Background: an optimization exercise with open tools, aiming at small area, a short achievable clock period and few clock cycles per item. Do not read the settings as production practice. Where RTL was checked, it was by simulation tests only, not by an equivalence proof against the original. Power is estimated from default activity; no workload was simulated.

==> 09-19 <==
Design tc_dot_product, start of the top module:
module tc_dot_product #(
    parameter int shape_k    = SHAPE_K_DEF,
    parameter int in_width   = IN_WIDTH_DEF,
    parameter int depth_warp = DEPTH_WARP_DEF,
    parameter int fifo_depth = FIFO_DEPTH_DEF
) (
    input  logic                          clk,
    input  logic                          reset_i,
    input  logic [shape_k*in_width-1:0]   a_i,
    input  logic [shape_k*in_width-1:0]   b_i,
    input  logic [C_WIDTH-1:0]            c_i,
    input  tc_pkg::tc_op_e                        op_i,
    input  logic [IDXW_WIDTH-1:0]         ctrl_reg_idxw_i,
    input  logic [depth_warp-1:0]         ctrl_warpid_i,
    input  logic                          in_valid_i,
    input  logic                          out_ready_i,
    output logic                          in_ready_o,
    output logic                          out_valid_o,
    output logic [C_WIDTH-1:0]            result_o,
    output logic                          ovf_o,
    output logic [IDXW_WIDTH-1:0]         ctrl_reg_idxw_o,
    output logic [depth_warp-1:0]         ctrl_warpid_o
);
Settings: LEC_CHECK=0, CAP_MARGIN=20, CORE_MARGIN=2, CORE_UTILIZATION=40, SETUP_SLACK_MARGIN=2.8, SLEW_MARGIN=20, SYNTH_HIERARCHICAL=1, SYNTH_MINIMUM_KEEP_SIZE=0, TNS_END_PERCENT=5; clock period 5.5 ns.
standard.sh (not shown) runs the stock make flow with config.mk's settings and CLKGATE_MAP_FILE= SYNTH_SCRIPT=/design/flow/synth_recipe.tcl, a recipe that flattens the netlist after the stock synthesis.
==> flow/flow/run.sh <==
#!/bin/bash
# Layout flow: the standard flow unchanged, except that the port buffers
# are sky130_fd_sc_hd__buf_2 instead of the default delay-style buffer.
export BUFFER_PORTS_ARGS="-buffer_cell sky130_fd_sc_hd__buf_2"
bash standard.sh > standard.log 2>&1
==> 09-03: changes against 09-19 <==
--- a/flow/design.v
+++ b/flow/design.v
@@ -50,10 +50,32 @@
     input  logic r,
     output logic y
 );
     assign y = !v || r;
 endmodule
+module tc_mux2i (
+    input  logic a,
+    input  logic b,
+    input  logic s,
+    output logic y
+);
+    assign y = !(s ? b : a);
+endmodule
+module tc_xor2 (
+    input  logic x,
+    input  logic y,
+    output logic z
+);
+    assign z = x ^ y;
+endmodule
+module tc_nor2 (
+    input  logic x,
+    input  logic y,
+    output logic z
+);
+    assign z = !(x || y);
+endmodule
 `timescale 1ns/1ps
 import tc_pkg::*;
 module tc_dot_product #(
     parameter int shape_k    = SHAPE_K_DEF,
     parameter int in_width   = IN_WIDTH_DEF,
@@ -94,12 +116,14 @@
         end
     end
     logic [IDXW_WIDTH-1:0] idxw_q [S];
     logic [depth_warp-1:0] warp_q [S];
     logic [S-1:0]          sgn_q;
+    logic sgnb_q;    
     always_ff @(posedge clk) begin
         if (adv) begin
+            sgnb_q    <= sgn & in_valid_i;
             idxw_q[0] <= ctrl_reg_idxw_i;
             warp_q[0] <= ctrl_warpid_i;
             sgn_q[0]  <= sgn;
             for (int i = 1; i < S; i++) begin
                 idxw_q[i] <= idxw_q[i-1];
@@ -2543,51 +2567,51 @@
     tc_fa u_fa348 (.a(s850), .b(s852), .ci(c1061), .s(s1210), .co(c1211));
     tc_fa u_fa349 (.a(c1063), .b(s1066), .ci(c1065), .s(s1212), .co(c1213));
     tc_fa u_fa350 (.a(c851), .b(c853), .ci(c1067), .s(s1214), .co(c1215));
     tc_fa u_fa351 (.a(c1069), .b(c1071), .ci(s1072), .s(s1216), .co(c1217));
     assign sx1218 = t1_q[67] ^ sgn_q[0];
-    assign sx1219 = t1_q[68] ^ sgn_q[0];
+    assign sx1219 = t1_q[68] ^ sgnb_q;
     assign sx1220 = t1_q[85] ^ sgn_q[0];
-    assign sx1221 = t1_q[86] ^ sgn_q[0];
+    assign sx1221 = t1_q[86] ^ sgnb_q;
     assign sx1222 = t1_q[87] ^ sgn_q[0];
-    assign sx1223 = t1_q[101] ^ sgn_q[0];
+    assign sx1223 = t1_q[101] ^ sgnb_q;
     assign sx1224 = t1_q[102] ^ sgn_q[0];
-    assign sx1225 = t1_q[103] ^ sgn_q[0];
+    assign sx1225 = t1_q[103] ^ sgnb_q;
     assign sx1226 = t1_q[104] ^ sgn_q[0];
-    assign sx1227 = t1_q[105] ^ sgn_q[0];
+    assign sx1227 = t1_q[105] ^ sgnb_q;
     assign sx1228 = t1_q[106] ^ sgn_q[0];
-    assign sx1229 = t1_q[119] ^ sgn_q[0];
+    assign sx1229 = t1_q[119] ^ sgnb_q;
     assign sx1230 = t1_q[120] ^ sgn_q[0];
-    assign sx1231 = t1_q[121] ^ sgn_q[0];
+    assign sx1231 = t1_q[121] ^ sgnb_q;
     assign sx1232 = t1_q[122] ^ sgn_q[0];
-    assign sx1233 = t1_q[123] ^ sgn_q[0];
+    assign sx1233 = t1_q[123] ^ sgnb_q;
     assign sx1234 = t1_q[124] ^ sgn_q[0];
-    assign sx1235 = t1_q[134] ^ sgn_q[0];
+    assign sx1235 = t1_q[134] ^ sgnb_q;
     assign sx1236 = t1_q[135] ^ sgn_q[0];
-    assign sx1237 = t1_q[136] ^ sgn_q[0];
+    assign sx1237 = t1_q[136] ^ sgnb_q;
     assign sx1238 = t1_q[137] ^ sgn_q[0];
-    assign sx1239 = t1_q[138] ^ sgn_q[0];
+    assign sx1239 = t1_q[138] ^ sgnb_q;
     assign sx1240 = t1_q[139] ^ sgn_q[0];
-    assign sx1241 = t1_q[147] ^ sgn_q[0];
+    assign sx1241 = t1_q[147] ^ sgnb_q;
     assign sx1242 = t1_q[148] ^ sgn_q[0];
-    assign sx1243 = t1_q[149] ^ sgn_q[0];
+    assign sx1243 = t1_q[149] ^ sgnb_q;
     assign sx1244 = t1_q[150] ^ sgn_q[0];
-    assign sx1245 = t1_q[151] ^ sgn_q[0];
+    assign sx1245 = t1_q[151] ^ sgnb_q;
     assign sx1246 = t1_q[152] ^ sgn_q[0];
-    assign sx1247 = t1_q[158] ^ sgn_q[0];
+    assign sx1247 = t1_q[158] ^ sgnb_q;
     assign sx1248 = t1_q[159] ^ sgn_q[0];
-    assign sx1249 = t1_q[160] ^ sgn_q[0];
+    assign sx1249 = t1_q[160] ^ sgnb_q;
     assign sx1250 = t1_q[161] ^ sgn_q[0];
-    assign sx1251 = t1_q[162] ^ sgn_q[0];
+    assign sx1251 = t1_q[162] ^ sgnb_q;
     assign sx1252 = t1_q[163] ^ sgn_q[0];
-    assign sx1253 = t1_q[167] ^ sgn_q[0];
+    assign sx1253 = t1_q[167] ^ sgnb_q;
     assign sx1254 = t1_q[168] ^ sgn_q[0];
-    assign sx1255 = t1_q[169] ^ sgn_q[0];
+    assign sx1255 = t1_q[169] ^ sgnb_q;
     assign sx1256 = t1_q[170] ^ sgn_q[0];
-    assign sx1257 = t1_q[173] ^ sgn_q[0];
+    assign sx1257 = t1_q[173] ^ sgnb_q;
     assign sx1258 = t1_q[174] ^ sgn_q[0];
-    assign sx1259 = t1_q[175] ^ sgn_q[0];
+    assign sx1259 = t1_q[175] ^ sgnb_q;
     tc_fa u_fa352 (.a(t1_q[36]), .b(t1_q[37]), .ci(t1_q[38]), .s(s1260), .co(c1261));
     tc_fa u_fa353 (.a(t1_q[51]), .b(t1_q[52]), .ci(t1_q[53]), .s(s1262), .co(c1263));
     tc_fa u_fa354 (.a(t1_q[54]), .b(t1_q[55]), .ci(t1_q[56]), .s(s1264), .co(c1265));
     tc_fa u_fa355 (.a(t1_q[57]), .b(t1_q[58]), .ci(t1_q[59]), .s(s1266), .co(c1267));
     tc_fa u_fa356 (.a(t1_q[69]), .b(t1_q[70]), .ci(t1_q[71]), .s(s1268), .co(c1269));
@@ -2769,13 +2793,18 @@
     logic [15:0]   clamp;
     assign sgn_t = sgn_q[1];
     assign ra  = ~{t2_q[67], c1535, c1567, c1565, c1563, c1561, c1559, c1557, c1555, c1553, c1551, c1549, c1547, c1545, c1543, c1541, c1539, c1537, t2_q[3], t2_q[0]};
     assign rb  = ~{1'b1, c1569, s1568, s1566, s1564, s1562, s1560, s1558, s1556, s1554, s1552, s1550, s1548, s1546, s1544, s1542, s1540, s1538, s1536, 1'b1};
     logic [19:0] pg_g, pg_p, pg_o;
-    assign pg_g = ra & rb;
-    assign pg_p = ra ^ rb;
-    assign pg_o = ra | rb;
+    logic [19:0] rai, rbi;
+    assign rai = {t2_q[67], c1535, c1567, c1565, c1563, c1561, c1559, c1557, c1555, c1553, c1551, c1549, c1547, c1545, c1543, c1541, c1539, c1537, t2_q[3], t2_q[0]};
+    assign rbi = {1'b1, c1569, s1568, s1566, s1564, s1562, s1560, s1558, s1556, s1554, s1552, s1550, s1548, s1546, s1544, s1542, s1540, s1538, s1536, 1'b1};
+    for (genvar i = 0; i < 20; i++) begin : g_pg
+        tc_xor2 u_p (.x(rai[i]), .y(rbi[i]), .z(pg_p[i]));
+        tc_nor2 u_g (.x(rai[i]), .y(rbi[i]), .z(pg_g[i]));
+    end
+    assign pg_o = ~(rai & rbi);
     logic kg1, kp1;
     tc_aoi21 u_kg1 (.g(pg_g[1]), .p(pg_p[1]), .gl(pg_g[0]), .y(kg1));
     assign kp1 = ~(pg_p[1] & pg_p[0]);
     logic kg2, kp2;
     tc_aoi21 u_kg2 (.g(pg_g[2]), .p(pg_p[2]), .gl(pg_g[1]), .y(kg2));
@@ -2958,21 +2987,25 @@
                  (pg_p[18] != pg_g[17]) & (pg_p[19] != pg_g[18]);
     assign ovf_c0 = sgn_t ? !((!pg_p[15] & (pg_p[16] == pg_o[15]) & zr) | (pg_p[15] & z31))
                           : !(zr & ((!pg_p[15] & (pg_p[16] == pg_o[15])) | (pg_p[15] & (pg_p[16] == pg_g[15]))));
     assign ovf_c1 = sgn_t ? !((pg_p[15] & (pg_p[16] == pg_o[15]) & zr) | (!pg_p[15] & z31))
                           : !(zr & ((pg_p[15] & (pg_p[16] == pg_o[15])) | (!pg_p[15] & (pg_p[16] == pg_g[15]))));
-    tc_mux2 u_ovf (.a(ovf_c0), .b(ovf_c1), .s(cy[15]), .y(sat_ovf));
-    tc_mux2 u_neg (.a(neg0), .b(neg1), .s(cy[15]), .y(neg));
+    logic sat_ovfn, negn;
+    tc_mux2i u_ovf (.a(ovf_c0), .b(ovf_c1), .s(cy[15]), .y(sat_ovfn));
+    tc_mux2i u_neg (.a(neg0), .b(neg1), .s(cy[15]), .y(negn));
+    assign sat_ovf = !sat_ovfn;
+    assign neg = !negn;
     logic [15:0] sum_q;
-    logic        neg_q;
+    logic        ovfn_q, negn_q;
     always_ff @(posedge clk) begin
         if (adv) begin
-            sum_q <= sum;
-            ovf_o <= sat_ovf;
-            neg_q <= neg;
+            sum_q  <= sum;
+            ovfn_q <= sat_ovfn;
+            negn_q <= negn;
         end
     end
-    assign clamp    = sgn_q[S-1] ? {neg_q, {15{!neg_q}}} : 16'hffff;
-    assign result_o = ovf_o ? clamp : sum_q;
+    assign clamp    = sgn_q[S-1] ? {!negn_q, {15{negn_q}}} : 16'hffff;
+    assign ovf_o    = !ovfn_q;
+    assign result_o = ovfn_q ? sum_q : clamp;
     assign ctrl_reg_idxw_o = idxw_q[S-1];
     assign ctrl_warpid_o   = warp_q[S-1];
 endmodule
Settings changed: CTS_CLUSTER_DIAMETER from default to 60, CTS_CLUSTER_SIZE from default to 30, SETUP_SLACK_MARGIN 2.8 to 2.6, TNS_END_PERCENT 5 to 10.
==> 07-05: changes against 09-19 <==
--- a/flow/design.v
+++ b/flow/design.v
@@ -50,10 +50,32 @@
     input  logic r,
     output logic y
 );
     assign y = !v || r;
 endmodule
+module tc_mux2i (
+    input  logic a,
+    input  logic b,
+    input  logic s,
+    output logic y
+);
+    assign y = !(s ? b : a);
+endmodule
+module tc_xor2 (
+    input  logic x,
+    input  logic y,
+    output logic z
+);
+    assign z = x ^ y;
+endmodule
+module tc_nor2 (
+    input  logic x,
+    input  logic y,
+    output logic z
+);
+    assign z = !(x || y);
+endmodule
 `timescale 1ns/1ps
 import tc_pkg::*;
 module tc_dot_product #(
     parameter int shape_k    = SHAPE_K_DEF,
     parameter int in_width   = IN_WIDTH_DEF,
@@ -94,12 +116,14 @@
         end
     end
     logic [IDXW_WIDTH-1:0] idxw_q [S];
     logic [depth_warp-1:0] warp_q [S];
     logic [S-1:0]          sgn_q;
+    logic sgnb_q;    
     always_ff @(posedge clk) begin
         if (adv) begin
+            sgnb_q    <= sgn & in_valid_i;
             idxw_q[0] <= ctrl_reg_idxw_i;
             warp_q[0] <= ctrl_warpid_i;
             sgn_q[0]  <= sgn;
             for (int i = 1; i < S; i++) begin
                 idxw_q[i] <= idxw_q[i-1];
@@ -2543,51 +2567,51 @@
     tc_fa u_fa348 (.a(s850), .b(s852), .ci(c1061), .s(s1210), .co(c1211));
     tc_fa u_fa349 (.a(c1063), .b(s1066), .ci(c1065), .s(s1212), .co(c1213));
     tc_fa u_fa350 (.a(c851), .b(c853), .ci(c1067), .s(s1214), .co(c1215));
     tc_fa u_fa351 (.a(c1069), .b(c1071), .ci(s1072), .s(s1216), .co(c1217));
     assign sx1218 = t1_q[67] ^ sgn_q[0];
-    assign sx1219 = t1_q[68] ^ sgn_q[0];
+    assign sx1219 = t1_q[68] ^ sgnb_q;
     assign sx1220 = t1_q[85] ^ sgn_q[0];
-    assign sx1221 = t1_q[86] ^ sgn_q[0];
+    assign sx1221 = t1_q[86] ^ sgnb_q;
     assign sx1222 = t1_q[87] ^ sgn_q[0];
-    assign sx1223 = t1_q[101] ^ sgn_q[0];
+    assign sx1223 = t1_q[101] ^ sgnb_q;
     assign sx1224 = t1_q[102] ^ sgn_q[0];
-    assign sx1225 = t1_q[103] ^ sgn_q[0];
+    assign sx1225 = t1_q[103] ^ sgnb_q;
     assign sx1226 = t1_q[104] ^ sgn_q[0];
-    assign sx1227 = t1_q[105] ^ sgn_q[0];
+    assign sx1227 = t1_q[105] ^ sgnb_q;
     assign sx1228 = t1_q[106] ^ sgn_q[0];
-    assign sx1229 = t1_q[119] ^ sgn_q[0];
+    assign sx1229 = t1_q[119] ^ sgnb_q;
     assign sx1230 = t1_q[120] ^ sgn_q[0];
-    assign sx1231 = t1_q[121] ^ sgn_q[0];
+    assign sx1231 = t1_q[121] ^ sgnb_q;
     assign sx1232 = t1_q[122] ^ sgn_q[0];
-    assign sx1233 = t1_q[123] ^ sgn_q[0];
+    assign sx1233 = t1_q[123] ^ sgnb_q;
     assign sx1234 = t1_q[124] ^ sgn_q[0];
-    assign sx1235 = t1_q[134] ^ sgn_q[0];
+    assign sx1235 = t1_q[134] ^ sgnb_q;
     assign sx1236 = t1_q[135] ^ sgn_q[0];
-    assign sx1237 = t1_q[136] ^ sgn_q[0];
+    assign sx1237 = t1_q[136] ^ sgnb_q;
     assign sx1238 = t1_q[137] ^ sgn_q[0];
-    assign sx1239 = t1_q[138] ^ sgn_q[0];
+    assign sx1239 = t1_q[138] ^ sgnb_q;
     assign sx1240 = t1_q[139] ^ sgn_q[0];
-    assign sx1241 = t1_q[147] ^ sgn_q[0];
+    assign sx1241 = t1_q[147] ^ sgnb_q;
     assign sx1242 = t1_q[148] ^ sgn_q[0];
-    assign sx1243 = t1_q[149] ^ sgn_q[0];
+    assign sx1243 = t1_q[149] ^ sgnb_q;
     assign sx1244 = t1_q[150] ^ sgn_q[0];
-    assign sx1245 = t1_q[151] ^ sgn_q[0];
+    assign sx1245 = t1_q[151] ^ sgnb_q;
     assign sx1246 = t1_q[152] ^ sgn_q[0];
-    assign sx1247 = t1_q[158] ^ sgn_q[0];
+    assign sx1247 = t1_q[158] ^ sgnb_q;
     assign sx1248 = t1_q[159] ^ sgn_q[0];
-    assign sx1249 = t1_q[160] ^ sgn_q[0];
+    assign sx1249 = t1_q[160] ^ sgnb_q;
     assign sx1250 = t1_q[161] ^ sgn_q[0];
-    assign sx1251 = t1_q[162] ^ sgn_q[0];
+    assign sx1251 = t1_q[162] ^ sgnb_q;
     assign sx1252 = t1_q[163] ^ sgn_q[0];
-    assign sx1253 = t1_q[167] ^ sgn_q[0];
+    assign sx1253 = t1_q[167] ^ sgnb_q;
     assign sx1254 = t1_q[168] ^ sgn_q[0];
-    assign sx1255 = t1_q[169] ^ sgn_q[0];
+    assign sx1255 = t1_q[169] ^ sgnb_q;
     assign sx1256 = t1_q[170] ^ sgn_q[0];
-    assign sx1257 = t1_q[173] ^ sgn_q[0];
+    assign sx1257 = t1_q[173] ^ sgnb_q;
     assign sx1258 = t1_q[174] ^ sgn_q[0];
-    assign sx1259 = t1_q[175] ^ sgn_q[0];
+    assign sx1259 = t1_q[175] ^ sgnb_q;
     tc_fa u_fa352 (.a(t1_q[36]), .b(t1_q[37]), .ci(t1_q[38]), .s(s1260), .co(c1261));
     tc_fa u_fa353 (.a(t1_q[51]), .b(t1_q[52]), .ci(t1_q[53]), .s(s1262), .co(c1263));
     tc_fa u_fa354 (.a(t1_q[54]), .b(t1_q[55]), .ci(t1_q[56]), .s(s1264), .co(c1265));
     tc_fa u_fa355 (.a(t1_q[57]), .b(t1_q[58]), .ci(t1_q[59]), .s(s1266), .co(c1267));
     tc_fa u_fa356 (.a(t1_q[69]), .b(t1_q[70]), .ci(t1_q[71]), .s(s1268), .co(c1269));
@@ -2769,13 +2793,18 @@
     logic [15:0]   clamp;
     assign sgn_t = sgn_q[1];
     assign ra  = ~{t2_q[67], c1535, c1567, c1565, c1563, c1561, c1559, c1557, c1555, c1553, c1551, c1549, c1547, c1545, c1543, c1541, c1539, c1537, t2_q[3], t2_q[0]};
     assign rb  = ~{1'b1, c1569, s1568, s1566, s1564, s1562, s1560, s1558, s1556, s1554, s1552, s1550, s1548, s1546, s1544, s1542, s1540, s1538, s1536, 1'b1};
     logic [19:0] pg_g, pg_p, pg_o;
-    assign pg_g = ra & rb;
-    assign pg_p = ra ^ rb;
-    assign pg_o = ra | rb;
+    logic [19:0] rai, rbi;
+    assign rai = {t2_q[67], c1535, c1567, c1565, c1563, c1561, c1559, c1557, c1555, c1553, c1551, c1549, c1547, c1545, c1543, c1541, c1539, c1537, t2_q[3], t2_q[0]};
+    assign rbi = {1'b1, c1569, s1568, s1566, s1564, s1562, s1560, s1558, s1556, s1554, s1552, s1550, s1548, s1546, s1544, s1542, s1540, s1538, s1536, 1'b1};
+    for (genvar i = 0; i < 20; i++) begin : g_pg
+        tc_xor2 u_p (.x(rai[i]), .y(rbi[i]), .z(pg_p[i]));
+        tc_nor2 u_g (.x(rai[i]), .y(rbi[i]), .z(pg_g[i]));
+    end
+    assign pg_o = ~(rai & rbi);
     logic kg1, kp1;
     tc_aoi21 u_kg1 (.g(pg_g[1]), .p(pg_p[1]), .gl(pg_g[0]), .y(kg1));
     assign kp1 = ~(pg_p[1] & pg_p[0]);
     logic kg2, kp2;
     tc_aoi21 u_kg2 (.g(pg_g[2]), .p(pg_p[2]), .gl(pg_g[1]), .y(kg2));
@@ -2958,21 +2987,25 @@
                  (pg_p[18] != pg_g[17]) & (pg_p[19] != pg_g[18]);
     assign ovf_c0 = sgn_t ? !((!pg_p[15] & (pg_p[16] == pg_o[15]) & zr) | (pg_p[15] & z31))
                           : !(zr & ((!pg_p[15] & (pg_p[16] == pg_o[15])) | (pg_p[15] & (pg_p[16] == pg_g[15]))));
     assign ovf_c1 = sgn_t ? !((pg_p[15] & (pg_p[16] == pg_o[15]) & zr) | (!pg_p[15] & z31))
                           : !(zr & ((pg_p[15] & (pg_p[16] == pg_o[15])) | (!pg_p[15] & (pg_p[16] == pg_g[15]))));
-    tc_mux2 u_ovf (.a(ovf_c0), .b(ovf_c1), .s(cy[15]), .y(sat_ovf));
-    tc_mux2 u_neg (.a(neg0), .b(neg1), .s(cy[15]), .y(neg));
+    logic sat_ovfn, negn;
+    tc_mux2i u_ovf (.a(ovf_c0), .b(ovf_c1), .s(cy[15]), .y(sat_ovfn));
+    tc_mux2i u_neg (.a(neg0), .b(neg1), .s(cy[15]), .y(negn));
+    assign sat_ovf = !sat_ovfn;
+    assign neg = !negn;
     logic [15:0] sum_q;
-    logic        neg_q;
+    logic        ovfn_q, negn_q;
     always_ff @(posedge clk) begin
         if (adv) begin
-            sum_q <= sum;
-            ovf_o <= sat_ovf;
-            neg_q <= neg;
+            sum_q  <= sum;
+            ovfn_q <= sat_ovfn;
+            negn_q <= negn;
         end
     end
-    assign clamp    = sgn_q[S-1] ? {neg_q, {15{!neg_q}}} : 16'hffff;
-    assign result_o = ovf_o ? clamp : sum_q;
+    assign clamp    = sgn_q[S-1] ? {!negn_q, {15{negn_q}}} : 16'hffff;
+    assign ovf_o    = !ovfn_q;
+    assign result_o = ovfn_q ? sum_q : clamp;
     assign ctrl_reg_idxw_o = idxw_q[S-1];
     assign ctrl_warpid_o   = warp_q[S-1];
 endmodule
Settings changed: CORE_UTILIZATION 40 to 50, CTS_CLUSTER_DIAMETER from default to 80, CTS_CLUSTER_SIZE from default to 22, SETUP_SLACK_MARGIN 2.8 to 2.6, TNS_END_PERCENT 5 to 10.
==> notes <==
- The highest critical path depth belongs to 09-19, the lowest to 07-05.
- The lowest wire length belongs to 09-19, the highest to 09-03.
- Against 07-05, the die area of 09-19 is larger by about 25%.
- In register-to-register slack, 09-19 and 07-05 hardly differ.
- In 09-19 the total power is larger than in 07-05, by 19%.
- Global-route usage: 09-19 is lower than 07-05 (6.6 points).
==> figures <==
Status: 09-19 no timing/DRC/antenna violations; 07-05 no timing/DRC/antenna violations; 09-03 no timing/DRC/antenna violations
Clock distribution power: 09-19 2.42 mW; 07-05 1.88 mW; 09-03 2.62 mW
Parity-gate share of the synthesized area counting xor and xnor cells: 09-19 0.02448; 07-05 0.03288; 09-03 0.03288
Minimum period implied by the final worst setup slack: 09-19 2.994 ns; 07-05 2.997 ns; 09-03 2.905 ns
Area of the die: 09-19 60980 sq um; 07-05 48630 sq um; 09-03 60560 sq um
Global-route wire length before repair: 09-19 103.2 mm; 07-05 102.0 mm; 09-03 106.6 mm
Hold path endpoint: 09-19 t2_q[3]; 07-05 idxw_q[2][1]; 09-03 idxw_q[2][2]
Share of synthesized area occupied by flip-flops and latches: 09-19 0.3841; 07-05 0.3882; 09-03 0.3882
Filler cells: 09-19 5161; 07-05 3908; 09-03 5144
Floorplan die width: 09-19 246.9 microns; 07-05 220.5 microns; 09-03 246.1 microns
Number of buffer and inverter stages on the critical path: 09-19 3; 07-05 1; 09-03 3
Number of clock buffer instances in the layout: 09-19 43; 07-05 25; 09-03 38
Average instance area after synthesis: 09-19 13.23 sq um; 07-05 13.37 sq um; 09-03 13.37 sq um
Testbench counts of 09-03, summed over its fixed seeds: cycles 3,224, items 3,200.
Testbench counts of 07-05, summed over its fixed seeds: cycles 3,224, items 3,200.
For 09-19, only the layout was checked, not whether the RTL still works.

-- what the ideal ports hide --
The results above use ideal ports. As a check the final layouts listed here were re-extracted and re-timed, cells and wires unchanged. Step 1 (the two cells are an assumption about what drives the block):
set clk [get_ports {clk}]
set_driving_cell -lib_cell sky130_fd_sc_hd__clkbuf_16 $clk
set_driving_cell -lib_cell sky130_fd_sc_hd__buf_2 [delete_from_list [all_inputs] $clk]
Step 2 times the ports against the registers' clock, not the clock port: input delays grow and output delays shrink by t, the midpoint of the rising clock arrivals with the driver on. a / b / c = no drivers / after step 1 / after step 2; a / b = the first two.
run | shift t [ns] | setup WS [ns] | worst setup path after step 2 | latest minus earliest clock arrival (ns)
09-19 | 0.598 | 2.506 / 2.506 / 2.056 | input to register | 0.026 / 0.026
09-03 | 0.620 | 2.595 / 2.595 / 2.004 | input to register | 0.030 / 0.030
07-05 | 0.601 | 2.503 / 2.503 / 2.057 | input to register | 0.022 / 0.023
After both steps every run listed still meets setup and hold. For 09-03, which loses most, drivers alone change the setup slack by 0.000 ns; drivers and shift together by -0.591 ns.
